Source: an optimization exercise on an open RTL-to-GDS flow (aim: small area). Production flows keep margins and buffers that such runs may drop.
Where RTL was checked, it was by simulation tests only, not by an equivalence proof against the original.
For runs 1 and 2, only the layout was checked, not whether the RTL still works.
No activity file was given, so power comes from the tool's default toggle rates.

==> config.mk <==
export PLATFORM = sky130hd
export DESIGN_NAME = cpu
export DESIGN_NICKNAME = cpu
export VERILOG_FILES = /design/flow/design.v
export SDC_FILE = /design/flow/constraint.sdc
export NUM_CORES = 4
export LEC_CHECK = 0
export ABC_AREA = 1
export CAP_MARGIN = 20
export CORE_MARGIN = 2
export CORE_UTILIZATION = 50
export PLACE_DENSITY = 0.6
export SLEW_MARGIN = 20
==> constraint.sdc <==
create_clock -name core_clock -period 7.0 [get_ports {clk_in}]
set_input_delay 1.4000 -clock core_clock [delete_from_list [all_inputs] [get_ports {clk_in}]]
set_output_delay 1.4000 -clock core_clock [all_outputs]
set_load 0.01 [all_outputs]
==> design.v <==
`default_nettype none
package rv_isa_pkg;
	typedef logic [31:0] word_t;
	typedef logic [31:0] inst_t;
	typedef logic [4:0] reg_addr_t;
	typedef logic [6:0] opcode_t;
	localparam int unsigned REG_COUNT = 32;
	localparam opcode_t OPC_LUI    = 7'b0110111;
	localparam opcode_t OPC_AUIPC  = 7'b0010111;
	localparam opcode_t OPC_OP_IMM = 7'b0010011;
	localparam opcode_t OPC_OP     = 7'b0110011;
	localparam logic [2:0] F3_ADD  = 3'b000;
	localparam logic [2:0] F3_SLL  = 3'b001;
	localparam logic [2:0] F3_SLT  = 3'b010;
	localparam logic [2:0] F3_SLTU = 3'b011;
	localparam logic [2:0] F3_XOR  = 3'b100;
	localparam logic [2:0] F3_SR   = 3'b101;
	localparam logic [2:0] F3_OR   = 3'b110;
	localparam logic [2:0] F3_AND  = 3'b111;
	typedef enum logic [3:0] {
		ALU_ADD,
		ALU_SUB,
		ALU_SLL,
		ALU_SLT,
		ALU_SLTU,
		ALU_XOR,
		ALU_SRL,
		ALU_SRA,
		ALU_OR,
		ALU_AND,
		ALU_PASS_B
	} alu_op_t;
endpackage
`default_nettype wire
`default_nettype none
package cpu_cfg_pkg;
	typedef logic [15:0] addr_t;
	typedef logic [7:0] byte_t;
	localparam addr_t RESET_PC = 16'h0000;
	localparam int unsigned INST_BYTES = 4;
	localparam int unsigned BYTE_IDX_W = $clog2(INST_BYTES);
	typedef logic [BYTE_IDX_W-1:0] byte_idx_t;
	localparam byte_idx_t LAST_FILL_IDX = byte_idx_t'(INST_BYTES - 2);
	typedef enum logic [1:0] {
		FETCH_ISSUE,
		FETCH_FILL,
		FETCH_LAST
	} fetch_state_t;
endpackage
`default_nettype wire
`default_nettype none
`timescale 1ns/1ps
module cpu (
	input  wire                        clk_in,
	input  wire                        rst_n,
	input  wire                        rdy_in,
	input  wire cpu_cfg_pkg::byte_t    mem_din,
	output cpu_cfg_pkg::addr_t         mem_a,
	output logic                       retire_we,
	output rv_isa_pkg::reg_addr_t      retire_rd,
	output rv_isa_pkg::word_t          retire_data
);
	logic started;
	logic [1:0] bp;
	assign bp = mem_a[1:0];
	always_ff @(posedge clk_in or negedge rst_n) begin
		if (!rst_n) begin
			started <= 1'b0;
			mem_a   <= '0;
		end else if (rdy_in) begin
			started <= 1'b1;
			if (started)
				mem_a <= mem_a + 16'd1;
		end
	end
	logic [7:0] ib1, ib2, ib3;
	logic i0_sup, i0_u, i0_b5, i0_rd0;
	logic c_ret, c_u, c_b5, c_rd0;
	logic ivalid;
	always_ff @(posedge clk_in) begin
		if (rdy_in) begin
			case (bp)
				2'd0: begin
					i0_sup <= (mem_din[6] == 1'b0) && (mem_din[4:3] == 2'b10) && (mem_din[1:0] == 2'b11);
					i0_u   <= mem_din[2];
					i0_b5  <= mem_din[5];
					i0_rd0 <= mem_din[7];
				end
				2'd1: ib1 <= mem_din;
				2'd2: ib2 <= mem_din;
				default: begin
					ib3   <= mem_din;
					c_ret <= i0_sup && ({ib1[3:0], i0_rd0} != 5'd0);
					c_u   <= i0_u;
					c_b5  <= i0_b5;
					c_rd0 <= i0_rd0;
				end
			endcase
		end
	end
	always_ff @(posedge clk_in or negedge rst_n) begin
		if (!rst_n)
			ivalid <= 1'b0;
		else if (rdy_in && bp == 2'd3)
			ivalid <= 1'b1;
	end
	logic [1:0] ph;
	logic cleared;
	always_ff @(posedge clk_in or negedge rst_n) begin
		if (!rst_n) begin
			ph      <= 2'd0;
			cleared <= 1'b0;
		end else begin
			ph <= ph + 2'd1;
			if (ph == 2'd3)
				cleared <= 1'b1;
		end
	end
	logic wvalid;
	logic [7:0] wbyte;
	logic [7:0] wb;
	logic [31:0] rf [1:31];
	always_comb begin
		case (ph)
			2'd0: wbyte = retire_data[7:0];
			2'd1: wbyte = retire_data[15:8];
			2'd2: wbyte = retire_data[23:16];
			default: wbyte = retire_data[31:24];
		endcase
	end
	assign wb = cleared ? wbyte : 8'h00;
	genvar g;
	generate
		for (g = 1; g < 32; g++) begin : ring
			logic wen;
			assign wen = !cleared || (wvalid && retire_rd == 5'(g));
			always_ff @(posedge clk_in) begin
				rf[g] <= {wen ? wb : rf[g][7:0], rf[g][31:8]};
			end
		end
	endgenerate
	logic [4:0] ra1;
	logic [3:0] rb_lo;
	logic rb4;
	logic [7:0] rdA_raw, hb_lo_raw, hb_hi_raw;
	logic [7:0] rA, hbl, hbh, rB;
	logic fwdA, eqB;
	assign ra1   = {(bp == 2'd2) ? mem_din[3:0] : ib2[3:0], ib1[7]};
	assign rb_lo = (bp == 2'd2) ? mem_din[7:4] : ib2[7:4];
	assign rb4   = (bp == 2'd3) ? mem_din[0] : ((bp == 2'd2) ? 1'b0 : ib3[0]);
	always_comb begin
		rdA_raw   = 8'h00;
		hb_lo_raw = 8'h00;
		hb_hi_raw = 8'h00;
		for (int r = 1; r < 32; r++) begin
			if (ra1 == 5'(r))
				rdA_raw = rf[r][7:0];
		end
		for (int r = 1; r < 16; r++) begin
			if (rb_lo == 4'(r))
				hb_lo_raw = rf[r][7:0];
		end
		for (int r = 16; r < 32; r++) begin
			if (rb_lo == 4'(r - 16))
				hb_hi_raw = rf[r][7:0];
		end
	end
	assign fwdA = wvalid && (retire_rd == ra1);
	assign eqB  = wvalid && (retire_rd[3:0] == rb_lo);
	assign rA  = !cleared ? 8'h00 : (fwdA ? wbyte : rdA_raw);
	assign hbl = !cleared ? 8'h00 : ((eqB && !retire_rd[4]) ? wbyte : hb_lo_raw);
	assign hbh = !cleared ? 8'h00 : ((eqB &&  retire_rd[4]) ? wbyte : hb_hi_raw);
	assign rB  = rb4 ? hbh : hbl;
	logic [23:0] opA_sh, opB_sh;
	logic [7:0] p_hi;
	logic prev_b2;
	logic fix;
	assign fix = prev_b2 && rb4;
	always_ff @(posedge clk_in) begin
		prev_b2 <= (bp == 2'd2);
		p_hi    <= hbh;
		opA_sh  <= {rA, opA_sh[23:8]};
		opB_sh  <= {rB, fix ? p_hi : opB_sh[23:16], opB_sh[15:8]};
	end
	logic [31:0] wA, wB, b_al;
	logic [1:0] v;
	assign wA = {rA, opA_sh};
	assign wB = {rB, opB_sh};
	assign v  = ~ph;
	logic [2:0] f3;
	logic alt, is_lui, is_op, is_sh, is_sll;
	logic [31:0] imm_i, imm_u, pc32;
	logic [4:0] shamt, k;
	logic [1:0] bsel;
	logic [31:0] xa, rot, opa, opb;
	logic a31, fill;
	assign f3     = ib1[6:4];
	assign alt    = ib3[6];
	assign is_lui = c_u && c_b5;
	assign is_op  = !c_u && c_b5;
	assign is_sh  = !c_u && (f3[1:0] == 2'b01);
	assign is_sll = !f3[2];
	assign imm_i  = {{20{ib3[7]}}, ib3, ib2[7:4]};
	assign imm_u  = {ib3, ib2, ib1[7:4], 12'b0};
	assign pc32   = {16'b0, mem_a[15:2] - 14'd1, 2'b00};
	always_comb begin
		case (v)
			2'd0: b_al = wB;
			2'd1: b_al = {wB[7:0], wB[31:8]};
			2'd2: b_al = {wB[15:0], wB[31:16]};
			default: b_al = {wB[23:0], wB[31:24]};
		endcase
	end
	assign shamt = is_op ? b_al[4:0] : {ib3[0], ib2[7:4]};
	assign k     = !is_sh ? 5'd0 : (is_sll ? 5'd0 - shamt : shamt);
	assign bsel  = v + k[4:3];
	always_comb begin
		case (bsel)
			2'd0: xa = wA;
			2'd1: xa = {wA[7:0], wA[31:8]};
			2'd2: xa = {wA[15:0], wA[31:16]};
			default: xa = {wA[23:0], wA[31:24]};
		endcase
		case (v)
			2'd0: a31 = wA[31];
			2'd1: a31 = wA[7];
			2'd2: a31 = wA[15];
			default: a31 = wA[23];
		endcase
	end
	assign rot  = 32'({xa, xa} >> k[2:0]);
	assign fill = alt && a31 && f3[2];
	logic [31:0] keep, shres;
	always_comb begin
		for (int i = 0; i < 32; i++) begin
			keep[i] = is_sll ? (5'(i) >= shamt) : (5'(31 - i) >= shamt);
			shres[i] = keep[i] ? rot[i] : fill;
		end
	end
	assign opa = c_u ? (is_lui ? 32'd0 : pc32) : xa;
	assign opb = c_u ? imm_u : (is_op ? b_al : imm_i);
	logic sub;
	logic [32:0] sum;
	logic slt, sltu;
	logic [31:0] result;
	assign sub  = !c_u && ((f3 == 3'b000 && is_op && alt) || f3[2:1] == 2'b01);
	assign sum  = {1'b0, opa} + {1'b0, opb ^ {32{sub}}} + {32'd0, sub};
	assign sltu = !sum[32];
	assign slt  = (opa[31] ^ opb[31]) ? opa[31] : sum[31];
	always_comb begin
		if (c_u)
			result = sum[31:0];
		else begin
			case (f3)
				3'b000: result = sum[31:0];
				3'b010: result = {31'd0, slt};
				3'b011: result = {31'd0, sltu};
				3'b100: result = opa ^ opb;
				3'b110: result = opa | opb;
				3'b111: result = opa & opb;
				default: result = shres;
			endcase
		end
	end
	logic cap;
	assign cap = (bp == 2'd1) && ivalid && c_ret;
	always_ff @(posedge clk_in or negedge rst_n) begin
		if (!rst_n) begin
			retire_we <= 1'b0;
			wvalid    <= 1'b0;
		end else if (rdy_in) begin
			retire_we <= cap;
			if (cap)
				wvalid <= 1'b1;
		end
	end
	always_ff @(posedge clk_in) begin
		if (rdy_in && cap) begin
			retire_rd   <= {ib1[3:0], c_rd0};
			retire_data <= result;
		end
	end
endmodule
`default_nettype wire
==> run.sh <==
#!/bin/bash
# synth_recipe.tcl (not shown) runs the flow's synth.tcl, then flattens the netlist and writes it again
# the make line also repeats each setting of config.mk as NAME=value (left out here)
make -C /OpenROAD-flow-scripts/flow DESIGN_CONFIG=/design/flow/config.mk WORK_HOME=/design/flow/orfs CLKGATE_MAP_FILE= SYNTH_SCRIPT=/design/flow/synth_recipe.tcl finish
==> flow_summary.yaml, run 1 <==
outcome:
  status: "finished with violations"
  so.violations: "setup timing"
routing:
  firstDrtPassIters: 6
  post_drt_wl_per_cell_um: 24.0
  vias_per_cell: 5.50
  routed_wl_mm: 166
  route.detailed.drc: 0
  vias: 38017
  postRouteAntennaNets: 0
  drtIter0Drc: 3802
synth:
  ys_ff_latch: 1141
  synthCells: 4807
  synth_commonest_cells: "nand2_1, dfxtp_1, o21ai_0"
  muxShareOfSynthArea: 0.000510
  yosysSeqAreaShare: 0.567
  yosysWarnings: 2
  synth_compound_area_frac: 0.142
  synth.largest_area_cell: "dfxtp_1"
  synth_top_family_by_area: "simple AND/OR/NAND/NOR gates"
  synth_cell_types: 71
  synth_top_area_share: 0.504
  synth_most_common_cell: "nand2_1"
  synth_area_um2: 41700
  synth_area_per_cell_um2: 8.67
  synth_fa_ha_area_frac: 0.0344
  synth.net_count: 4932
  async_flop_share: 0.0202
  synth_flop_cell: "dfxtp_1"
  synth_edf_count: 69
  synth-simple-area-share: 0.179
  synth_area_leaders: "dfxtp_1, nand2_1, o21ai_0"
  synthXorXnorAreaFrac: 0.0140
sta:
  setup_tns_ns: -26.28
  fin_skew_ns: 0.0514
  post-route-period-util: 1.22
  period_needed_ns: 8.54
  worstMarginPinSlew_ns: 1.17
  fin_ws_ns: -1.54
  rsz0062_at_grt: "true"
  fmax_mhz: 117
  finalSetupViolCount: 28
  slew_headroom: 0.223
  slew_violations: 0
  hold_viol: 0
placed_design:
  hpwl_mm: 125
  dp_slack_ns: -3.12
  io_buffers: 64
  gp_congestion: 1.04
grt:
  grt_pass1_vias: 37170
  grt-ovfl-total: 0
  grt_pass1_wl_mm: 240
  grt_max_degree: 54
  antenna_found_initial: 6
  grt_use_total: 0.382
power:
  power_density_nw_per_um2: 449
  total_leakage_power_uw: 0.0248
  p_sw_uw: 9360
  intPower_uw: 15500
  p_clk_frac: 0.244
  swShare: 0.376
  comb_power_share: 0.429
  vdd_ir_drop_max_mv: 0.327
  seqPwrFrac: 0.328
floorplanning:
  die-width_um: 293
  dieHeight_um: 293
  ios: 65
  core-area_um2: 82400
  rows: 105
  start_util: 0.506
  dieArea_um2: 85700
worst_setup_path:
  path_class: "flop to flop"
  startpoint_type: "flop"
  crit_arrival_ns: 9.09
  critPathCaptureType: "flop"
  crit_slowest_cell: "dfrtp_1"
  path_common_cell: "a21oi_2"
  startpoint: "mem_a[1]"
  crit_path_max_fanout: 7
  slowest_delay_ns: 0.41
  regToRegStartpoint: "mem_a[1]"
  worstPathRequired_ns: 7.55
final_layout:
  syn2layout_area_growth_pct: 32.9
  drive_above_1_share: 0.254
  fin_nets: 5871
clocking:
  clock_path_buffers: 3
  cts_tree: "done"
  cts_buffers: 105
  htree_levels: 3
  root_buffer: "clkbuf_16"
  clk_pin_slew_worst_paths_ns: 0.07
  cts.sinks: 1141
  insertion_delay_ns: 0.71
job:
  max_cap_violations: 0
worst_hold_path:
  hold_path.class: "flop to flop"
  min_from: "rf[15][13]"
## flip-flops by register name, indices dropped and copies added (netlist names), 16 cells and up
signal and cells:
mem_a 16, rf 992, opB_sh 24, retire_data 32, opA_sh 24
## layout make-up
class	instances	area [µm²]
well taps	1070	1340
inverters	503	1930
multi-input cells	2998	16700
repair buffers	997	8020
clock inverters	59	803
clock buffers	139	2940
diodes	2	5.00
flip-flops and latches	1141	23600
fillers	6686	27000
## path summary, 6_finish.rpt
| kind | to | slack [ns] | depth (start not counted) |
|---|---|---|---|
| worst max register to register | retire_data[26] | -1.54 | 59 |
| min in group asynchronous | cleared | 1.11 | 2 |
| max in group asynchronous | mem_a[0] | 5.56 | 2 |
| worst max-delay path | retire_data[26] | -1.54 | 59 |
| worst min register to register | rf[15][5] | 0.30 | 0 |
| worst min-delay path | rf[15][5] | 0.30 | 0 |
## critical path: cells and delay by family (launching register included)
| family | cells | cell delay, ns |
|---|---|---|
| xor gates and xnor gates | 3 | 0.50 |
| adders and majority gates | 3 | 0.64 |
| and+or+nand+nor | 18 | 2.14 |
| AOI/OAI and AO/OA | 25 | 3.48 |
| DFF | 1 | 0.41 |
| buffers and inverters | 10 | 1.24 |
## kinds of logic (layout without fill, tap and decap cells)
| group | count (synthesis) | in the layout |
|---|---|---|
| compound gates | 1037 | 1037 |
| xor+xnor | 66 | 66 |
| fa+ha+maj | 114 | 114 |
| buf+inv | 668 | 1698 |
| flops | 1141 | 1141 |
| mux | 2 | 2 |
| other cells | 0 | 2 |
| simple gates | 1779 | 1779 |
## through the flow
stage	hold WS [ns]	total power [µW]	instance area (µm²)	instances	utilization
after floorplan	0.310	12200	41900	4807	-
after global placement	0.309	17300	49400	6591	0.600
after detailed placement	0.312	17300	49400	6591	0.600
after CTS	0.292	24100	54700	6902	0.664
after global routing	0.293	25900	55400	6907	0.673
final	0.300	24900	55400	6909	0.673
## per-layer routing
metal | wire length (µm) | vias to the layer above | global-route usage
met5 | 28 | - | 0
met1 | 65400 | 17893 | 0.469
met3 | 12300 | 639 | 0.0641
met2 | 74200 | 1829 | 0.616
li1 | - | 17652 | -
met4 | 14000 | 4 | 0.261
## timing repair
| item | CTS | global route |
|---|---|---|
| hold endpoints to repair | 0 | 0 |
| resized for setup | 165 | 191 |
| buffers inserted | 115 | 32 |
| cloned | 1 | 0 |
| pin swaps | 82 | 122 |
| hold buffers | 0 | 0 |
| setup endpoints to repair | 32 | 32 |
## cells in the final DEF (no fill, tap or decap), types with 44 or more instances in the layout
master and n:
a21oi_1 223, buf_4 878, clkbuf_16 108, clkdlybuf4s50_1 59, dfxtp_1 1049, edfxtp_1 69
ha_1 103, inv_1 434, inv_2 47, nand2_1 1107, nand2_2 57, nand3_1 227
nor2_1 210, o211ai_1 49, o21ai_0 444, o21ai_1 67, xor2_1 44
## power groups by stage
stage	logic [µW]	clock network (µW)	registers, µW
2_1_floorplan	4200	0	8010
3_3_place_gp	9020	0	8240
3_5_place_dp	9050	0	8250
4_1_cts	9820	6130	8140
5_1_grt	11300	6400	8220
6_report	10700	6070	8160
==> run 2: changes to the inputs <==
--- a/design.v
+++ b/design.v
@@ -64,2 +64,3 @@
 	logic [1:0] bp;
+	logic is_b2, is_b3;
 	assign bp = mem_a[1:0];
@@ -69,6 +70,11 @@
 			mem_a   <= '0;
+			is_b2   <= 1'b0;
+			is_b3   <= 1'b0;
 		end else if (rdy_in) begin
 			started <= 1'b1;
-			if (started)
+			if (started) begin
 				mem_a <= mem_a + 16'd1;
+				is_b2 <= (bp == 2'd1);
+				is_b3 <= (bp == 2'd2);
+			end
 		end
@@ -106,3 +112,3 @@
 	end
-	logic [1:0] ph;
+	logic [3:0] ph;
 	logic cleared;
@@ -110,7 +116,7 @@
 		if (!rst_n) begin
-			ph      <= 2'd0;
+			ph      <= 4'b0001;
 			cleared <= 1'b0;
 		end else begin
-			ph <= ph + 2'd1;
-			if (ph == 2'd3)
+			ph <= {ph[2:0], ph[3]};
+			if (ph[3])
 				cleared <= 1'b1;
@@ -122,10 +128,6 @@
 	logic [31:0] rf [1:31];
-	always_comb begin
-		case (ph)
-			2'd0: wbyte = retire_data[7:0];
-			2'd1: wbyte = retire_data[15:8];
-			2'd2: wbyte = retire_data[23:16];
-			default: wbyte = retire_data[31:24];
-		endcase
-	end
+	assign wbyte = ({8{ph[0]}} & retire_data[7:0])
+	             | ({8{ph[1]}} & retire_data[15:8])
+	             | ({8{ph[2]}} & retire_data[23:16])
+	             | ({8{ph[3]}} & retire_data[31:24]);
 	assign wb = cleared ? wbyte : 8'h00;
@@ -147,5 +149,5 @@
 	logic fwdA, eqB;
-	assign ra1   = {(bp == 2'd2) ? mem_din[3:0] : ib2[3:0], ib1[7]};
-	assign rb_lo = (bp == 2'd2) ? mem_din[7:4] : ib2[7:4];
-	assign rb4   = (bp == 2'd3) ? mem_din[0] : ((bp == 2'd2) ? 1'b0 : ib3[0]);
+	assign ra1   = {is_b2 ? mem_din[3:0] : ib2[3:0], ib1[7]};
+	assign rb_lo = is_b2 ? mem_din[7:4] : ib2[7:4];
+	assign rb4   = is_b3 ? mem_din[0] : (!is_b2 && ib3[0]);
 	always_comb begin
@@ -173,3 +175,3 @@
 	assign rB  = rb4 ? hbh : hbl;
-	logic [23:0] opA_sh, opB_sh;
+	logic [31:0] opA, opB;
 	logic [7:0] p_hi;
@@ -179,19 +181,30 @@
 	always_ff @(posedge clk_in) begin
-		prev_b2 <= (bp == 2'd2);
+		prev_b2 <= is_b2;
 		p_hi    <= hbh;
-		opA_sh  <= {rA, opA_sh[23:8]};
-		opB_sh  <= {rB, fix ? p_hi : opB_sh[23:16], opB_sh[15:8]};
-	end
-	logic [31:0] wA, wB, b_al;
-	logic [1:0] v;
-	assign wA = {rA, opA_sh};
-	assign wB = {rB, opB_sh};
-	assign v  = ~ph;
+	end
+	generate
+		for (g = 0; g < 4; g++) begin : lane
+			always_ff @(posedge clk_in) begin
+				if (ph[g])
+					opA[8*g +: 8] <= rA;
+				if (ph[g])
+					opB[8*g +: 8] <= rB;
+				else if (fix && ph[(g + 1) % 4])
+					opB[8*g +: 8] <= p_hi;
+			end
+		end
+	endgenerate
+	logic [31:0] a_al, b_al;
+	always_comb begin
+		for (int i = 0; i < 4; i++) begin
+			a_al[8*i +: 8] = ph[i] ? rA : opA[8*i +: 8];
+			b_al[8*i +: 8] = ph[i] ? rB : opB[8*i +: 8];
+		end
+	end
 	logic [2:0] f3;
-	logic alt, is_lui, is_op, is_sh, is_sll;
+	logic alt, is_lui, is_op, is_sll;
 	logic [31:0] imm_i, imm_u, pc32;
 	logic [4:0] shamt, k;
-	logic [1:0] bsel;
 	logic [31:0] xa, rot, opa, opb;
-	logic a31, fill;
+	logic fill;
 	assign f3     = ib1[6:4];
@@ -200,3 +213,2 @@
 	assign is_op  = !c_u && c_b5;
-	assign is_sh  = !c_u && (f3[1:0] == 2'b01);
 	assign is_sll = !f3[2];
@@ -205,29 +217,14 @@
 	assign pc32   = {16'b0, mem_a[15:2] - 14'd1, 2'b00};
-	always_comb begin
-		case (v)
-			2'd0: b_al = wB;
-			2'd1: b_al = {wB[7:0], wB[31:8]};
-			2'd2: b_al = {wB[15:0], wB[31:16]};
-			default: b_al = {wB[23:0], wB[31:24]};
+	assign shamt = is_op ? b_al[4:0] : {ib3[0], ib2[7:4]};
+	assign k     = is_sll ? 5'd0 - shamt : shamt;
+	always_comb begin
+		case (k[4:3])
+			2'd0: xa = a_al;
+			2'd1: xa = {a_al[7:0], a_al[31:8]};
+			2'd2: xa = {a_al[15:0], a_al[31:16]};
+			default: xa = {a_al[23:0], a_al[31:24]};
 		endcase
 	end
-	assign shamt = is_op ? b_al[4:0] : {ib3[0], ib2[7:4]};
-	assign k     = !is_sh ? 5'd0 : (is_sll ? 5'd0 - shamt : shamt);
-	assign bsel  = v + k[4:3];
-	always_comb begin
-		case (bsel)
-			2'd0: xa = wA;
-			2'd1: xa = {wA[7:0], wA[31:8]};
-			2'd2: xa = {wA[15:0], wA[31:16]};
-			default: xa = {wA[23:0], wA[31:24]};
-		endcase
-		case (v)
-			2'd0: a31 = wA[31];
-			2'd1: a31 = wA[7];
-			2'd2: a31 = wA[15];
-			default: a31 = wA[23];
-		endcase
-	end
 	assign rot  = 32'({xa, xa} >> k[2:0]);
-	assign fill = alt && a31 && f3[2];
+	assign fill = alt && a_al[31] && f3[2];
 	logic [31:0] keep, shres;
@@ -239,3 +236,3 @@
 	end
-	assign opa = c_u ? (is_lui ? 32'd0 : pc32) : xa;
+	assign opa = c_u ? (is_lui ? 32'd0 : pc32) : a_al;
 	assign opb = c_u ? imm_u : (is_op ? b_al : imm_i);
==> flow/run.sh (new file) <==
#!/bin/bash
# Layout flow: the standard synthesis, then its combinational logic is mapped
# again with a delay-targeted ABC script (registers, their names and cell
# types stay as the standard synthesis made them), then the standard layout
# steps from floorplan to finish.  Each tool writes its own log here.
set -euo pipefail
HERE=$(pwd)
R=$HERE/orfs/results/$FLOW_PLATFORM/cpu/base

bash standard.sh synth > log_1_standard_synth.txt 2>&1
cp "$R/1_2_yosys.v" "$HERE/standard_synth.v"

LIB=$FLOW_HOME/platforms/$FLOW_PLATFORM/lib/sky130_fd_sc_hd__tt_025C_1v80.lib
DU=$(sed -n '/DONT_USE_CELLS/,/^$/p' "$FLOW_HOME/platforms/$FLOW_PLATFORM/config.mk" \
	| grep -o 'sky130_fd_sc_hd__[a-z0-9_]*' | sed 's/^/-dont_use /' | tr '\n' ' ')
sed -e "s|@LIB@|$LIB|g" -e "s|@DU@|$DU|g" -e "s|@IN@|$HERE/standard_synth.v|" \
	-e "s|@OUT@|$HERE/remapped.v|" -e "s|@ABC@|$HERE/flow/remap.abc|" \
	flow/remap.ys.in > remap.ys
yosys -s remap.ys > log_2_remap.txt 2>&1
printf 'read_liberty -lib %s\nread_verilog %s\nhierarchy -check -top cpu\ncheck -assert\nstat\n' "$LIB" "$HERE/remapped.v" > remap_check.ys
yosys -s remap_check.ys > log_2_remap_check.txt 2>&1
cp "$HERE/remapped.v" "$R/1_2_yosys.v"
touch "$R/1_2_yosys.v"

# clock tree: leaf buffers sized for clusters of about 16 flip-flops and
# no dummy loads
export CTS_ARGS="-sink_clustering_enable -repair_clock_nets -dont_use_dummy_load -sink_clustering_size 16 -sink_clustering_max_diameter 60 -sink_buffer_max_cap_derate 1.0 -buf_list sky130_fd_sc_hd__clkbuf_8"
bash standard.sh "$@" > log_3_standard_layout.txt 2>&1
==> flow/remap.abc (new file) <==
strash
&get -n
&fraig -x
&syn2
&dch -f
&nf -D 4000
&put
buffer -p
upsize -D 4000
dnsize -D 4000
==> flow/remap.ys.in (new file) <==
# combinational cells get their liberty function, sequential cells stay as
# they are (black boxes), so only the logic between registers is remapped
read_liberty -ignore_miss_func @LIB@
blackbox sky130_fd_sc_hd__df* sky130_fd_sc_hd__edf* sky130_fd_sc_hd__sdf* sky130_fd_sc_hd__dl* sky130_fd_sc_hd__sedf* sky130_fd_sc_hd__conb_1
read_verilog @IN@
hierarchy -top cpu
flatten
delete t:$scopeinfo
opt_clean
abc -script @ABC@ -liberty @LIB@ @DU@
opt_clean -purge
# drop the names of the flattened cells' pins so no net keeps two names
rename -hide w:*.*
opt_clean -purge
setundef -zero
hilomap -singleton -hicell sky130_fd_sc_hd__conb_1 HI -locell sky130_fd_sc_hd__conb_1 LO
stat -liberty @LIB@
write_verilog -noattr -nohex -nodec @OUT@
==> standard.sh (new file) <==
#!/bin/bash
# synth_recipe.tcl (not shown) runs the flow's synth.tcl, then flattens the netlist and writes it again
# the make line also repeats each setting of config.mk as NAME=value (left out here)
make -C /OpenROAD-flow-scripts/flow DESIGN_CONFIG=/design/flow/config.mk WORK_HOME=/design/flow/orfs CLKGATE_MAP_FILE= SYNTH_SCRIPT=/design/flow/synth_recipe.tcl "${@:-finish}"
--- a/config.mk
+++ b/config.mk
@@ -10,4 +10,5 @@
 export CORE_MARGIN = 2
-export CORE_UTILIZATION = 50
-export PLACE_DENSITY = 0.6
+export CORE_UTILIZATION = 55
+export GPL_TIMING_DRIVEN = 0
+export PLACE_DENSITY = 0.65
 export SLEW_MARGIN = 20
removed: run.sh
==> run 2 against run 1 <==
The layout still fails its checks (setup timing); critical path type unchanged; sequential cell count grew 20; maximum frequency rose by 22%; non-clock buffer count shrank 697; cell count decreased by 28%; register-to-register slack improved by 1.5 ns; synthesized cell count shrank 20%.
==> flow_summary.yaml, run 2 <==
sta:
  finalSetupViolCount: 4
  post-route-period-util: 1.00
  fin_ws_ns: -0.0183
  setup_tns_ns: -0.0528
  rsz0062_at_grt: "true"
  period_needed_ns: 7.02
  fmax_mhz: 142
  hold_viol: 0
  worstMarginPinSlew_ns: 1.26
  slew_headroom: 0.160
  slew_violations: 0
  fin_skew_ns: 0.160
grt:
  grt_pass1_wl_mm: 206
  grt_use_total: 0.387
  gr-max-usage-layer: "met2"
  grt_util_met2: 0.557
  grt_max_degree: 43
  antenna_found_initial: 6
  grt-ovfl-total: 0
  met3_usage: 0.105
  grt.met1_usage: 0.529
  grt_pass1_vias: 28920
final_layout:
  drive_above_1_share: 0.116
  syn2layout_area_growth_pct: 12.8
  final_common_cell: "dfxtp_1"
  fin_nets: 4059
  largest-register: "rf"
  finish.utilization: 0.623
  largest_reg_flops: 992
  mostFrequentLayoutCells: "dfxtp_1, nand2_1, o21ai_0"
routing:
  vias: 31968
  routed_wl_mm: 145
  firstDrtPassIters: 10
  route.detailed.drc: 0
  drtIter0Drc: 5084
  post_drt_wl_per_cell_um: 29.1
  vias_per_cell: 6.40
  postRouteAntennaNets: 0
floorplanning:
  ios: 65
  start_util: 0.553
  die-width_um: 271
  core-area_um2: 71100
  rows: 98
  dieArea_um2: 73600
  dieHeight_um: 271
clocking:
  clock_path_buffers: 3
  insertion_delay_ns: 0.76
  cts_tree: "done"
  root_buffer: "clkbuf_8"
  cts.sinks: 1161
  htree_levels: 3
  cts_buffers: 86
  clk_pin_slew_worst_paths_ns: 0.10
synth:
  synthCells: 3824
  synth_area_um2: 39300
  synth_area_per_cell_um2: 10.3
  yosysWarnings: 2
  synth.net_count: 3835
worst_setup_path:
  crit_path_max_fanout: 17
  crit_slowest_cell: "o32ai_1"
  startpoint_type: "flop"
  path_class: "flop to flop"
  path_common_cell: "buf_2"
  crit_family: "compound AO/OA/AOI/OAI gates"
  worstPathRequired_ns: 7.39
  path_buf_inv: 4
  slowest_delay_ns: 1.04
  critPathCaptureType: "flop"
  crit_arrival_ns: 7.41
outcome:
  so.violations: "setup timing"
  status: "finished with violations"
placed_design:
  gp_congestion: 1.09
  hpwl_mm: 109
  io_buffers: 64
power:
  total_leakage_power_uw: 0.0165
  power_density_nw_per_um2: 312
  vdd_ir_drop_max_mv: 0.267
job:
  max_cap_violations: 0
worst_hold_path:
  hold_path.class: "flop to flop"
[run 2: changes by cell type in the layout (fill, tap and decap cells not counted), sizes merged, moves of 46 or more]
| cell | change |
|---|---|
| buf | -830 |
| nand2 | -731 |
| inv | -444 |
| nand3 | -195 |
| o21ai | -130 |
| ha | -113 |
| a22oi | +85 |
| clkbuf | +78 |
| nor2 | +77 |
| xnor2 | +53 |
| a222oi | +47 |
| mux2i | +47 |
| clkinv | -46 |
[run 2: repair_timing]
action / CTS / global route
gates cloned: 0 / 0
hold buffers: 0 / 0
endpoints found under the setup margin: 32 / 32
pin swaps: 25 / 36
setup buffers: 33 / 28
gates resized for setup: 197 / 173
[run 2: routing by layer]
layer | vias to the layer above | wire length (µm)
met5 | - | 24
met4 | 4 | 10200
met3 | 508 | 17200
met2 | 2123 | 59400
met1 | 15200 | 58500
li1 | 14133 | -
[run 2: worst paths after layout]
kind | cells after the start | from | slack, ns | end
max | 26 | is_b2 | -0.02 | retire_data[0]
max reg2reg | 26 | is_b2 | -0.02 | retire_data[0]
min in group asynchronous | 1 | rst_n | 0.52 | ph[1]
min reg2reg | 0 | rf[19][29] | 0.27 | rf[19][21]
max in group asynchronous | 2 | rst_n | 6.03 | cleared
min | 0 | rf[19][29] | 0.27 | rf[19][21]
[run 2: per-stage QoR]
stage / hold slack [ns] / std cells / worst slack [ns] / total power, µW / cell area [µm²]
after global routing: 0.265 / 4997 / -0.0679 / 14300 / 44300
after global placement: 0.309 / 4838 / -3.36 / 10300 / 41100
after floorplan: 0.310 / 3824 / 0.699 / 9050 / 39300
after CTS: 0.273 / 4970 / 0.00528 / 13500 / 43500
after detailed placement: 0.312 / 4851 / -3.23 / 10300 / 41300
final: 0.270 / 4997 / -0.0183 / 13800 / 44300
[run 2: report_power, final]
group / internal [µW] / switching [µW]
logic: 1220 / 2650
clock network: 1100 / 1890
registers: 6820 / 171
[run 2: area by class of cell]
class,count,area [µm²]
well taps,950,1190
multi-input cells,2444,15300
inverters,55,206
plain buffers,162,772
flip-flops and latches,1161,24400
repair buffers,138,1310
diodes,1,2.50
clock buffers,86,1180
fillers,5974,26800
==> run 3: changes to the inputs <==
--- a/design.v
+++ b/design.v
@@ -171,5 +171,5 @@
 	assign eqB  = wvalid && (retire_rd[3:0] == rb_lo);
-	assign rA  = !cleared ? 8'h00 : (fwdA ? wbyte : rdA_raw);
-	assign hbl = !cleared ? 8'h00 : ((eqB && !retire_rd[4]) ? wbyte : hb_lo_raw);
-	assign hbh = !cleared ? 8'h00 : ((eqB &&  retire_rd[4]) ? wbyte : hb_hi_raw);
+	assign rA  = fwdA ? wbyte : rdA_raw;
+	assign hbl = (eqB && !retire_rd[4]) ? wbyte : hb_lo_raw;
+	assign hbh = (eqB &&  retire_rd[4]) ? wbyte : hb_hi_raw;
 	assign rB  = rb4 ? hbh : hbl;
@@ -182,3 +182,3 @@
 		prev_b2 <= is_b2;
-		p_hi    <= hbh;
+		p_hi    <= cleared ? hbh : 8'h00;
 	end
@@ -188,5 +188,5 @@
 				if (ph[g])
-					opA[8*g +: 8] <= rA;
+					opA[8*g +: 8] <= cleared ? rA : 8'h00;
 				if (ph[g])
-					opB[8*g +: 8] <= rB;
+					opB[8*g +: 8] <= cleared ? rB : 8'h00;
 				else if (fix && ph[(g + 1) % 4])
@@ -206,5 +206,4 @@
 	logic [31:0] imm_i, imm_u, pc32;
-	logic [4:0] shamt, k;
-	logic [31:0] xa, rot, opa, opb;
-	logic fill;
+	logic [4:0] shamt;
+	logic [31:0] opa, opb;
 	assign f3     = ib1[6:4];
@@ -218,22 +217,18 @@
 	assign shamt = is_op ? b_al[4:0] : {ib3[0], ib2[7:4]};
-	assign k     = is_sll ? 5'd0 - shamt : shamt;
-	always_comb begin
-		case (k[4:3])
-			2'd0: xa = a_al;
-			2'd1: xa = {a_al[7:0], a_al[31:8]};
-			2'd2: xa = {a_al[15:0], a_al[31:16]};
-			default: xa = {a_al[23:0], a_al[31:24]};
-		endcase
-	end
-	assign rot  = 32'({xa, xa} >> k[2:0]);
+	logic [31:0] sh_in, sh_out, shres;
+	logic fill;
 	assign fill = alt && a_al[31] && f3[2];
-	logic [31:0] keep, shres;
-	always_comb begin
-		for (int i = 0; i < 32; i++) begin
-			keep[i] = is_sll ? (5'(i) >= shamt) : (5'(31 - i) >= shamt);
-			shres[i] = keep[i] ? rot[i] : fill;
-		end
+	always_comb begin
+		for (int i = 0; i < 32; i++)
+			sh_in[i] = is_sll ? a_al[31 - i] : a_al[i];
+	end
+	assign sh_out = 32'($signed({fill, sh_in}) >>> shamt);
+	always_comb begin
+		for (int i = 0; i < 32; i++)
+			shres[i] = is_sll ? sh_out[31 - i] : sh_out[i];
 	end
 	assign opa = c_u ? (is_lui ? 32'd0 : pc32) : a_al;
-	assign opb = c_u ? imm_u : (is_op ? b_al : imm_i);
+	logic [31:0] imm;
+	assign imm = c_u ? imm_u : imm_i;
+	assign opb = is_op ? b_al : imm;
 	logic sub;
@@ -241,3 +236,5 @@
 	logic slt, sltu;
-	logic [31:0] result;
+	logic [31:0] result, pp, gg;
+	assign pp = opa ^ opb;
+	assign gg = opa & opb;
 	assign sub  = !c_u && ((f3 == 3'b000 && is_op && alt) || f3[2:1] == 2'b01);
@@ -254,5 +251,5 @@
 				3'b011: result = {31'd0, sltu};
-				3'b100: result = opa ^ opb;
-				3'b110: result = opa | opb;
-				3'b111: result = opa & opb;
+				3'b100: result = pp;
+				3'b110: result = pp | gg;
+				3'b111: result = gg;
 				default: result = shres;
==> flow/run.sh (replaced) <==
#!/bin/bash
# Layout flow: the standard synthesis; then its combinational logic is mapped
# again by several delay-targeted ABC scripts (registers, their names and
# cell types stay as the standard synthesis made them) and the result with
# the lowest area + LAMBDA * (TARGET_SLACK - slack, if positive) is kept,
# slack being the worst slack without wires; then the standard layout steps
# from floorplan to finish.  Each tool writes its own log here.
set -euo pipefail
HERE=$(pwd)
R=$HERE/orfs/results/$FLOW_PLATFORM/cpu/base
P=$FLOW_HOME/platforms/$FLOW_PLATFORM
LIB=$P/lib/sky130_fd_sc_hd__tt_025C_1v80.lib
TARGET_SLACK=1.1
LAMBDA=2500

bash standard.sh synth > log_1_standard_synth.txt 2>&1
cp "$R/1_2_yosys.v" "$HERE/standard_synth.v"

DU=$(sed -n '/DONT_USE_CELLS/,/^$/p' "$P/config.mk" \
	| grep -o 'sky130_fd_sc_hd__[a-z0-9_]*' | sed 's/^/-dont_use /' | tr '\n' ' ')

remap_one() {
	local abc=$1 n
	n=$(basename "$abc" .abc)
	sed -e "s|@LIB@|$LIB|g" -e "s|@DU@|$DU|g" -e "s|@IN@|$HERE/standard_synth.v|" \
		-e "s|@OUT@|$HERE/$n.v|" -e "s|@ABC@|$HERE/$abc|" \
		flow/remap.ys.in > "$n.ys"
	yosys -s "$n.ys" > "log_2_$n.txt" 2>&1 || return 0
	printf 'read_liberty -lib %s\nread_verilog %s\nhierarchy -check -top cpu\ncheck -assert\n' \
		"$LIB" "$HERE/$n.v" > "${n}_check.ys"
	yosys -s "${n}_check.ys" > "log_2_${n}_check.txt" 2>&1 || return 0
	sed -e "s|@P@|$P|g" -e "s|@LIB@|$LIB|g" -e "s|@NET@|$HERE/$n.v|" \
		-e "s|@SDC@|$FLOW_SDC|" flow/sta.tcl.in > "${n}_sta.tcl"
	openroad -no_init -exit "${n}_sta.tcl" > "log_2_${n}_sta.txt" 2>&1 || return 0
	local area slack
	area=$(grep 'Chip area' "log_2_$n.txt" | tail -1 | awk '{print $NF}')
	slack=$(grep '^worst slack' "log_2_${n}_sta.txt" | tail -1 | awk '{print $NF}')
	echo "$n $area $slack" > "result_$n.txt"
}

jobs=0
for abc in flow/remap_*.abc; do
	remap_one "$abc" &
	jobs=$((jobs + 1))
	if (( jobs % ${NUM_CORES:-4} == 0 )); then wait; fi
done
wait

cat result_remap_*.txt > remap_results.txt 2>/dev/null || true
best=$(awk -v t="$TARGET_SLACK" -v l="$LAMBDA" \
	'NF == 3 { c = $2 + (($3 < t) ? l * (t - $3) : 0); print c, $1 }' remap_results.txt \
	| sort -g | head -1 | awk '{print $2}')
echo "chosen $best" >> remap_results.txt
if [[ -n "$best" ]]; then
	cp "$HERE/$best.v" "$R/1_2_yosys.v"
	touch "$R/1_2_yosys.v"
fi

# clock tree: leaf buffers sized for clusters of about 16 flip-flops and
# no dummy loads
export CTS_ARGS="-sink_clustering_enable -repair_clock_nets -dont_use_dummy_load -sink_clustering_size 16 -sink_clustering_max_diameter 60 -sink_buffer_max_cap_derate 1.0 -buf_list sky130_fd_sc_hd__clkbuf_8"
# port buffers: a plain buffer (the default pick is a slow delay cell)
export BUFFER_PORTS_ARGS="-buffer_cell sky130_fd_sc_hd__buf_2"
bash standard.sh "$@" > log_3_standard_layout.txt 2>&1
==> flow/remap_c5.abc (new file) <==
strash
 &get -n
 &fraig -x
 &put
 scorr
 dc2
 strash
 &get -n
 &dch -f
 &nf -D 5000
 &put
 buffer -p
 upsize -D 5000
 dnsize -D 5000
==> flow/remap_p3.abc (new file) <==
strash
 &get -n
 &fraig -x
 &syn2
 &dch
 &nf -D 4000
 &put
 buffer -p
 upsize -D 4000
 dnsize -D 4000
==> flow/remap_p4.abc (new file) <==
strash
 &get -n
 &fraig -x
 &syn3
 &syn2
 &dch -f
 &nf -D 4000
 &put
 buffer -p
 upsize -D 4000
 dnsize -D 4000
==> flow/remap_p5.abc (new file) <==
strash
 dc2
 &get -n
 &fraig -x
 &syn2
 &dch -f
 &nf -D 4000
 &put
 buffer -p
 upsize -D 4000
 dnsize -D 4000
==> flow/remap_p6.abc (new file) <==
strash
 &get -n
 &fraig -x
 &syn2
 &dch -f
 &if -g -K 6
 &syn3
 &dch -f
 &nf -D 4000
 &put
 buffer -p
 upsize -D 4000
 dnsize -D 4000
==> flow/remap_p7.abc (new file) <==
strash
 &get -n
 &fraig -x
 &syn2
 &dch -f
 &nf -D 4500
 &put
 buffer -p
 upsize -D 4500
 dnsize -D 4500
==> flow/remap_p8.abc (new file) <==
strash
 &get -n
 &fraig -x
 &syn3
 &dch -f
 &nf -D 4500
 &put
 buffer -p
 upsize -D 4500
 dnsize -D 4500
==> flow/remap_s1.abc (new file) <==
strash
 &get -n
 &fraig -x
 &syn2
 &dch -f
 &nf -D 4000
 &put
 buffer -p
 upsize -D 4000
 dnsize -D 4000
==> flow/remap_t2.abc (new file) <==
strash
 &get -n
 &fraig -x
 &syn2
 &syn2
 &dch -f
 &nf -D 4000
 &put
 buffer -p
 upsize -D 4000
 dnsize -D 4000
==> flow/remap_t3.abc (new file) <==
strash
 &get -n
 &fraig -x
 &syn3
 &dch -f
 &nf -D 4000
 &put
 buffer -p
 upsize -D 4000
 dnsize -D 4000
==> flow/remap_u4.abc (new file) <==
strash
 &get -n
 &fraig -x
 &dc2
 &syn2
 &dch -f
 &nf -D 4000
 &put
 buffer -p
 upsize -D 4000
 dnsize -D 4000
==> flow/remap_z1.abc (new file) <==
strash
 &get -n
 &fraig -x
 &syn2
 &syn2
 &syn2
 &dch -f
 &nf -D 3500
 &put
 buffer -p
 upsize -D 3500
 dnsize -D 3500
==> flow/remap_z3.abc (new file) <==
strash
 &get -n
 &fraig -x
 &syn2
 &dch -f
 &if -g -K 6
 &syn2
 &dch -f
 &nf -D 3500
 &put
 buffer -p
 upsize -D 3500
 dnsize -D 3500
==> flow/remap_z7.abc (new file) <==
strash
 &get -n
 &fraig -x
 &syn2
 &dch -f
 &if -g -K 6
 &syn2
 &dch -f
 &nf -D 3500 -R 100
 &put
 buffer -p
 upsize -D 3500
 dnsize -D 3500
==> flow/sta.tcl.in (new file) <==
# worst slack of a netlist without wires, for choosing among remapped netlists
read_lef @P@/lef/sky130_fd_sc_hd.tlef
read_lef @P@/lef/sky130_fd_sc_hd_merged.lef
read_liberty @LIB@
read_verilog @NET@
link_design cpu
read_sdc @SDC@
report_worst_slack -max
--- a/config.mk
+++ b/config.mk
@@ -10,5 +10,6 @@
 export CORE_MARGIN = 2
-export CORE_UTILIZATION = 55
+export CORE_UTILIZATION = 62
 export GPL_TIMING_DRIVEN = 0
-export PLACE_DENSITY = 0.65
+export PLACE_DENSITY = 0.72
+export SETUP_SLACK_MARGIN = 0.3
 export SLEW_MARGIN = 20
removed: flow/remap.abc
==> run 3 against run 2 <==
The run now finishes clean; hold slack improved by 0.031 ns; clock power rose by 3%; critical path depth grew 2; sequential share of layout area rose by 1.2 points; non-clock buffer count decreased by 23; register-to-register slack improved by 0.26 ns; cell count shrank 3.5%; critical endpoint unchanged; routed wire length grew 7.4%; combinational power about the same; highest routed layer unchanged; clock skew fell by 0.073 ns.
==> flow_summary.yaml, run 3 <==
outcome:
  status: "finished clean"
clocking:
  clock_path_buffers: 3
  root_buffer: "clkbuf_8"
  cts.sinks: 1161
  clk_pin_slew_worst_paths_ns: 0.09
  cts_buffers: 86
  cts_tree: "done"
  htree_levels: 3
  insertion_delay_ns: 0.77
  postCtsHoldBufs: 0
routing:
  wl_met1_mm: 51.4
  routed_wl_mm: 156
  wl_met2_mm: 68.8
  route.detailed.drc: 0
  highest_layer: "met5"
  vias: 33050
  wl_met3_mm: 17.0
  post_drt_wl_per_cell_um: 32.4
  firstDrtPassIters: 14
  postRouteAntennaNets: 0
  drtIter0Drc: 5305
  vias_per_cell: 6.86
grt:
  grt_pass1_vias: 31920
  grt-ovfl-total: 0
  grt_max_degree: 65
  grt_pass1_wl_mm: 221
  grt_use_total: 0.465
  antenna_found_initial: 13
placed_design:
  io_buffers: 64
  dp.cells: 4666
  hpwl_mm: 113
  gp_congestion: 1.13
sta:
  slew_headroom: 0.140
  fin_skew_ns: 0.0869
  rsz0062_at_grt: "false"
  period_needed_ns: 6.84
  fmax_mhz: 146
  finalSetupViolCount: 0
  whs_ns: 0.301
  hold_viol: 0
  slew_violations: 0
  post-route-period-util: 0.977
  worstMarginPinSlew_ns: 1.29
floorplanning:
  dieArea_um2: 65900
  start_util: 0.627
  ios: 65
  core-area_um2: 63100
  die-width_um: 257
  rows: 92
  dieHeight_um: 257
final_layout:
  syn2layout_area_growth_pct: 11.1
  drive_above_1_share: 0.132
  fin_nets: 3980
  largest-register: "rf"
  final_common_cell: "dfxtp_1"
  mostFrequentLayoutCells: "dfxtp_1, nor2_1, nand2_1"
  stdcell_count: 4821
  largest_reg_flops: 992
synth:
  synth_area_um2: 39600
  synth.net_count: 3753
  yosysWarnings: 2
  synthCells: 3742
  synth_area_per_cell_um2: 10.6
job:
  max_cap_violations: 0
power:
  vdd_ir_drop_max_mv: 0.293
  comb_power_share: 0.276
  seqPwrFrac: 0.502
  swShare: 0.340
  total_leakage_power_uw: 0.0168
  intPower_uw: 9190
  p_sw_uw: 4740
  power_density_nw_per_um2: 317
  p_clk_frac: 0.221
worst_hold_path:
  hold_path.class: "flop to flop"
  min_from: "rf[19][11]"
worst_setup_path:
  path_class: "input pin to flop"
  critPathCaptureType: "flop"
  regToRegStartpoint: "is_b2"
  crit_path_max_fanout: 10
  startpoint_type: "input pin"
  crit_arrival_ns: 7.26
  worstPathRequired_ns: 7.42
  startpoint: "mem_din[6]"
==> run 3: cell types whose count changed in the layout (fill, tap and decap cells not counted), sizes merged, moves of 32 or more <==
cell	delta
a21boi	-34
a21oi	+75
a22oi	-47
buf	+64
clkdlybuf4s50	-55
dfxtp	-32
edfxtp	+32
mux2i	+49
nand2	-93
nor2	+87
o21ai	-103
==> run 3: power groups by stage <==
stage	Combinational [µW]	Clock (µW)	Sequential, µW
2_1_floorplan	1940	0	7150
3_5_place_dp	3170	0	7160
4_1_cts	3390	3050	6990
6_report	3850	3080	7000
3_3_place_gp	3050	0	7220
5_1_grt	3940	3280	7010
==> run 3: cell type report <==
cell class / instances / area (µm²)
tap: 846 / 1060
clock buffer: 86 / 1180
buffer: 138 / 656
sequential: 1161 / 24700
timing repair buffer: 139 / 1090
fill: 4421 / 19100
antenna: 8 / 20.0
inverter: 32 / 120
multi-input combinational: 2411 / 15100
==> run 3: final timing paths <==
kind | to | slack [ns] | depth (start not counted)
max in group asynchronous | ph[1] | 5.84 | 1
min reg2reg | rf[19][3] | 0.30 | 0
max reg2reg | retire_data[0] | 0.24 | 28
min | rf[19][3] | 0.30 | 0
max | retire_data[0] | 0.16 | 28
min in group asynchronous | mem_a[7] | 0.68 | 1
==> run 3: through the flow <==
step	instance area, µm²	power [µW]	setup TNS (ns)	util	setup slack [ns]
floorplan	39600	9090	0	-	0.893
global placement	40900	10300	-47.53	0.649	-2.07
detailed placement	41200	10300	-35.21	0.653	-1.53
CTS	43100	13400	0	0.683	0.305
global route	43900	14200	0	0.697	0.186
finish	44000	13900	0	0.697	0.161
==> run 3: what timing repair did <==
| item | CTS | global route |
|---|---|---|
| hold endpoints to repair | 0 | 0 |
| gates cloned | 0 | 1 |
| resized for setup | 104 | 119 |
| buffers inserted | 27 | 32 |
| setup endpoints to repair | 32 | 32 |
| pin swaps | 16 | 44 |
==> run 3: routing by layer <==
layer  up-vias  GRT usage
met1     15533      0.507
met4         4      0.432
li1      13802          -
met3      1045      0.142
met2      2666      0.724
met5         -          0
==> run 3: critical path, stage by stage <==
cell and delay [ns]:
buf_2 0.15, mux2_4 0.38, clkbuf_4 0.27, nand3_1 0.21, a21oi_1 0.13, a211oi_1 0.37, o21ai_1 0.19, mux2i_4 0.35
nand3_1 0.22, a31oi_4 0.26, buf_4 0.19, nand2_2 0.08, a22oi_4 0.28, buf_4 0.24, nor2_1 0.06, a21oi_1 0.20
maj3_2 0.25, maj3_2 0.27, a31oi_4 0.13, a21oi_4 0.23, o31ai_4 0.14, a31oi_2 0.25, o2111ai_2 0.15, a21oi_2 0.29
a21oi_4 0.11, nand2b_1 0.17, o311ai_1 0.09, a31oi_1 0.15
==> run 4: changes to the inputs <==
--- a/flow/run.sh
+++ b/flow/run.sh
@@ -13,3 +13,3 @@
 TARGET_SLACK=1.1
-LAMBDA=2500
+LAMBDA=1200
 
==> run 4 against run 3 <==
Still clean on timing, DRC and antenna; sequential power about the same; hold slack got worse by 0.024 ns; register-to-register slack gained 0.16 ns; routed wire length is 7.2% lower; clock skew is 0.018 ns higher; cell area increased by 0.91%; global-route usage down 2.9 points; largest cell class unchanged; largest power group unchanged.
==> flow_summary.yaml, run 4 <==
routing:
  drtIter0Drc: 6174
  route.detailed.drc: 0
  routed_wl_mm: 145
  vias: 32271
  post_drt_wl_per_cell_um: 30.2
  postRouteAntennaNets: 0
  firstDrtPassIters: 14
  vias_per_cell: 6.72
sta:
  hold_viol: 0
  rsz0062_at_grt: "false"
  worstMarginPinSlew_ns: 1.28
  fin_skew_ns: 0.105
  slew_headroom: 0.124
  post-route-period-util: 0.970
  period_needed_ns: 6.79
  finalSetupViolCount: 0
  fmax_mhz: 147
  slew_violations: 0
worst_setup_path:
  crit_family: "multiplexers"
  rrSetupSlack_ns: 0.40
  path_buf_inv: 1
  crit_slowest_cell: "mux2i_1"
  crit_arrival_ns: 7.28
  worstPathRequired_ns: 7.49
  startpoint: "mem_din[0]"
  path_common_cell: "mux2i_1"
  critPathCaptureType: "flop"
  startpoint_type: "input pin"
  path_class: "input pin to flop"
  crit_path_max_fanout: 8
  regToRegStartpoint: "is_b2"
  cp_cell_sequence: "buf_4 -> mux2_4 -> nand2_1 -> nor2_4 -> a222oi_1 -> nand2_1 -> a2bb2oi_2 -> o32a_1 -> nor3_2 -> o21ai_4 -> mux2i_1 -> mux2i_1 -> mux2_2 -> nor2_1 -> a21oi_1 -> mux2i_1 -> mux2_2 -> a221oi_1 -> o22a_1 -> a211oi_1 -> nor2_1 -> a2bb2oi_2"
  slowest_delay_ns: 1.01
synth:
  synth.net_count: 3669
  yosysWarnings: 2
  synth_area_per_cell_um2: 10.7
  synthCells: 3658
  synth_area_um2: 39100
floorplanning:
  ios: 65
  core-area_um2: 62600
  dieHeight_um: 255
  rows: 92
  die-width_um: 255
  start_util: 0.624
  dieArea_um2: 65000
clocking:
  insertion_delay_ns: 0.73
  cts_tree: "done"
  clock_path_buffers: 3
  clk_pin_slew_worst_paths_ns: 0.11
  htree_levels: 3
  cts.sinks: 1161
  root_buffer: "clkbuf_8"
  cts_buffers: 85
job:
  max_cap_violations: 0
final_layout:
  fin_nets: 3966
  multi_input_area_um2: 15000
  mostFrequentLayoutCells: "dfxtp_1, nor2_1, nand2_1"
  largest_reg_flops: 992
  largest-register: "rf"
  syn2layout_area_growth_pct: 13.6
  postLayoutCellArea_um2: 44400
  fill_cells: 4366
  register_area_um2: 24700
  final_common_cell: "dfxtp_1"
  drive_above_1_share: 0.155
grt:
  grt_use_total: 0.435
  grt_pass1_wl_mm: 203
  grt-ovfl-total: 0
  antenna_found_initial: 10
  grt_pass1_vias: 29932
  grt_max_degree: 65
power:
  total_leakage_power_uw: 0.0170
  power_density_nw_per_um2: 307
  vdd_ir_drop_max_mv: 0.350
  finalPower_uw: 13600
worst_hold_path:
  min_from: "rf[29][25]"
  hold_path.class: "flop to flop"
placed_design:
  gp_congestion: 1.04
  hpwl_mm: 105
  placed_area_um2: 40800
  io_buffers: 64
outcome:
  status: "finished clean"
run 4: worst paths after layout:
| check | to | depth (start not counted) |
|---|---|---|
| setup reg to reg | retire_data[30] | 22 |
| setup / recovery | retire_data[30] | 22 |
| hold / removal | rf[29][17] | 0 |
| max in group asynchronous | ph[3] | 1 |
| hold reg to reg | rf[29][17] | 0 |
| min in group asynchronous | wvalid | 1 |
run 4: power by group:
group	total, µW	switching [µW]	internal (µW)	leakage (µW)
clock	3050	1960	1090	0.000611
sequential	6990	146	6840	0.00965
combinational	3570	2320	1250	0.00671
run 4: per-layer routing:
metal / up-vias / GRT usage / wire [µm]
met5: - / 0.00977 / 207
met4: 10 / 0.196 / 7850
met3: 561 / 0.165 / 22700
met2: 2624 / 0.605 / 58900
met1: 15488 / 0.601 / 55400
li1: 13588 / - / -
run 4: through the flow:
step	hold WS, ns	util	cells	worst slack, ns	TNS, ns
floorplan	0.310	-	3658	0.636	0
global placement	0.310	0.646	4568	-2.12	-54.40
detailed placement	0.312	0.652	4590	-1.72	-40.23
CTS	0.262	0.691	4746	0.245	0
global route	0.278	0.708	4800	0.227	0
finish	0.277	0.708	4803	0.209	0
run 4: area by class of cell:
class	count	share of cell area
flip-flops and latches	1161	0.557
multi-input cells	2328	0.337
repair buffers	210	0.0371
clock buffers	85	0.0264
well taps	846	0.0239
plain buffers	131	0.0148
inverters	38	0.00322
diodes	4	0.000226
run 4: worst reg2reg max path, cell delays in order, from the launching register on:
cell	delay, ns
dfrtp_4	0.53
buf_12	0.18
mux2_4	0.38
nand2_1	0.28
nor2_4	0.10
a222oi_1	0.67
nand2_1	0.16
a2bb2oi_2	0.17
o32a_1	0.23
nor3_2	0.20
o21ai_4	0.13
mux2i_1	1.01
mux2i_1	0.28
mux2_2	0.37
nor2_1	0.09
a21oi_1	0.08
mux2i_1	0.22
mux2_2	0.21
a221oi_1	0.13
o22a_1	0.34
a211oi_1	0.39
nor2_1	0.10
a2bb2oi_2	0.16
run 4: what timing repair did:
action | 4_1_cts | 5_1_grt
pin swaps | 37 | 61
buffers inserted | 71 | 53
setup endpoints to repair | 32 | 31
gates resized for setup | 140 | 148
hold buffers | 0 | 0

-- afterwards: timing with drivers on the ports --
Ports are ideal in the flow. The routed layouts listed here were re-timed in OpenROAD. Step 1 assumes that a clkbuf_16 drives the clock port and a buf_2 every other input. Step 2, shift: input delay + t, output delay - t, t = (earliest + latest rising clock arrival at the registers) / 2. This alone moves slack from input paths to output paths. Three values: ideal ports, drivers, drivers and shift; two values: the first two.
| run | shift t [ns] | slack for setup (ns) | cell pins on the clock port's net |
|---|---|---|---|
| run 1 | 0.760 | -1.539 / -1.539 / -2.213 | 1 |
| run 2 | 0.761 | -0.018 / -0.018 / -0.731 | 1 |
| run 3 | 0.789 | 0.161 / 0.129 / -0.660 | 1 |
| run 4 | 0.739 | 0.209 / 0.245 / -0.493 | 1 |
With both steps, setup timing fails in run 3 and run 4, where it was met with ideal ports. For run 3, which loses most, drivers alone change the setup slack by -0.032 ns; drivers and shift together by -0.821 ns.
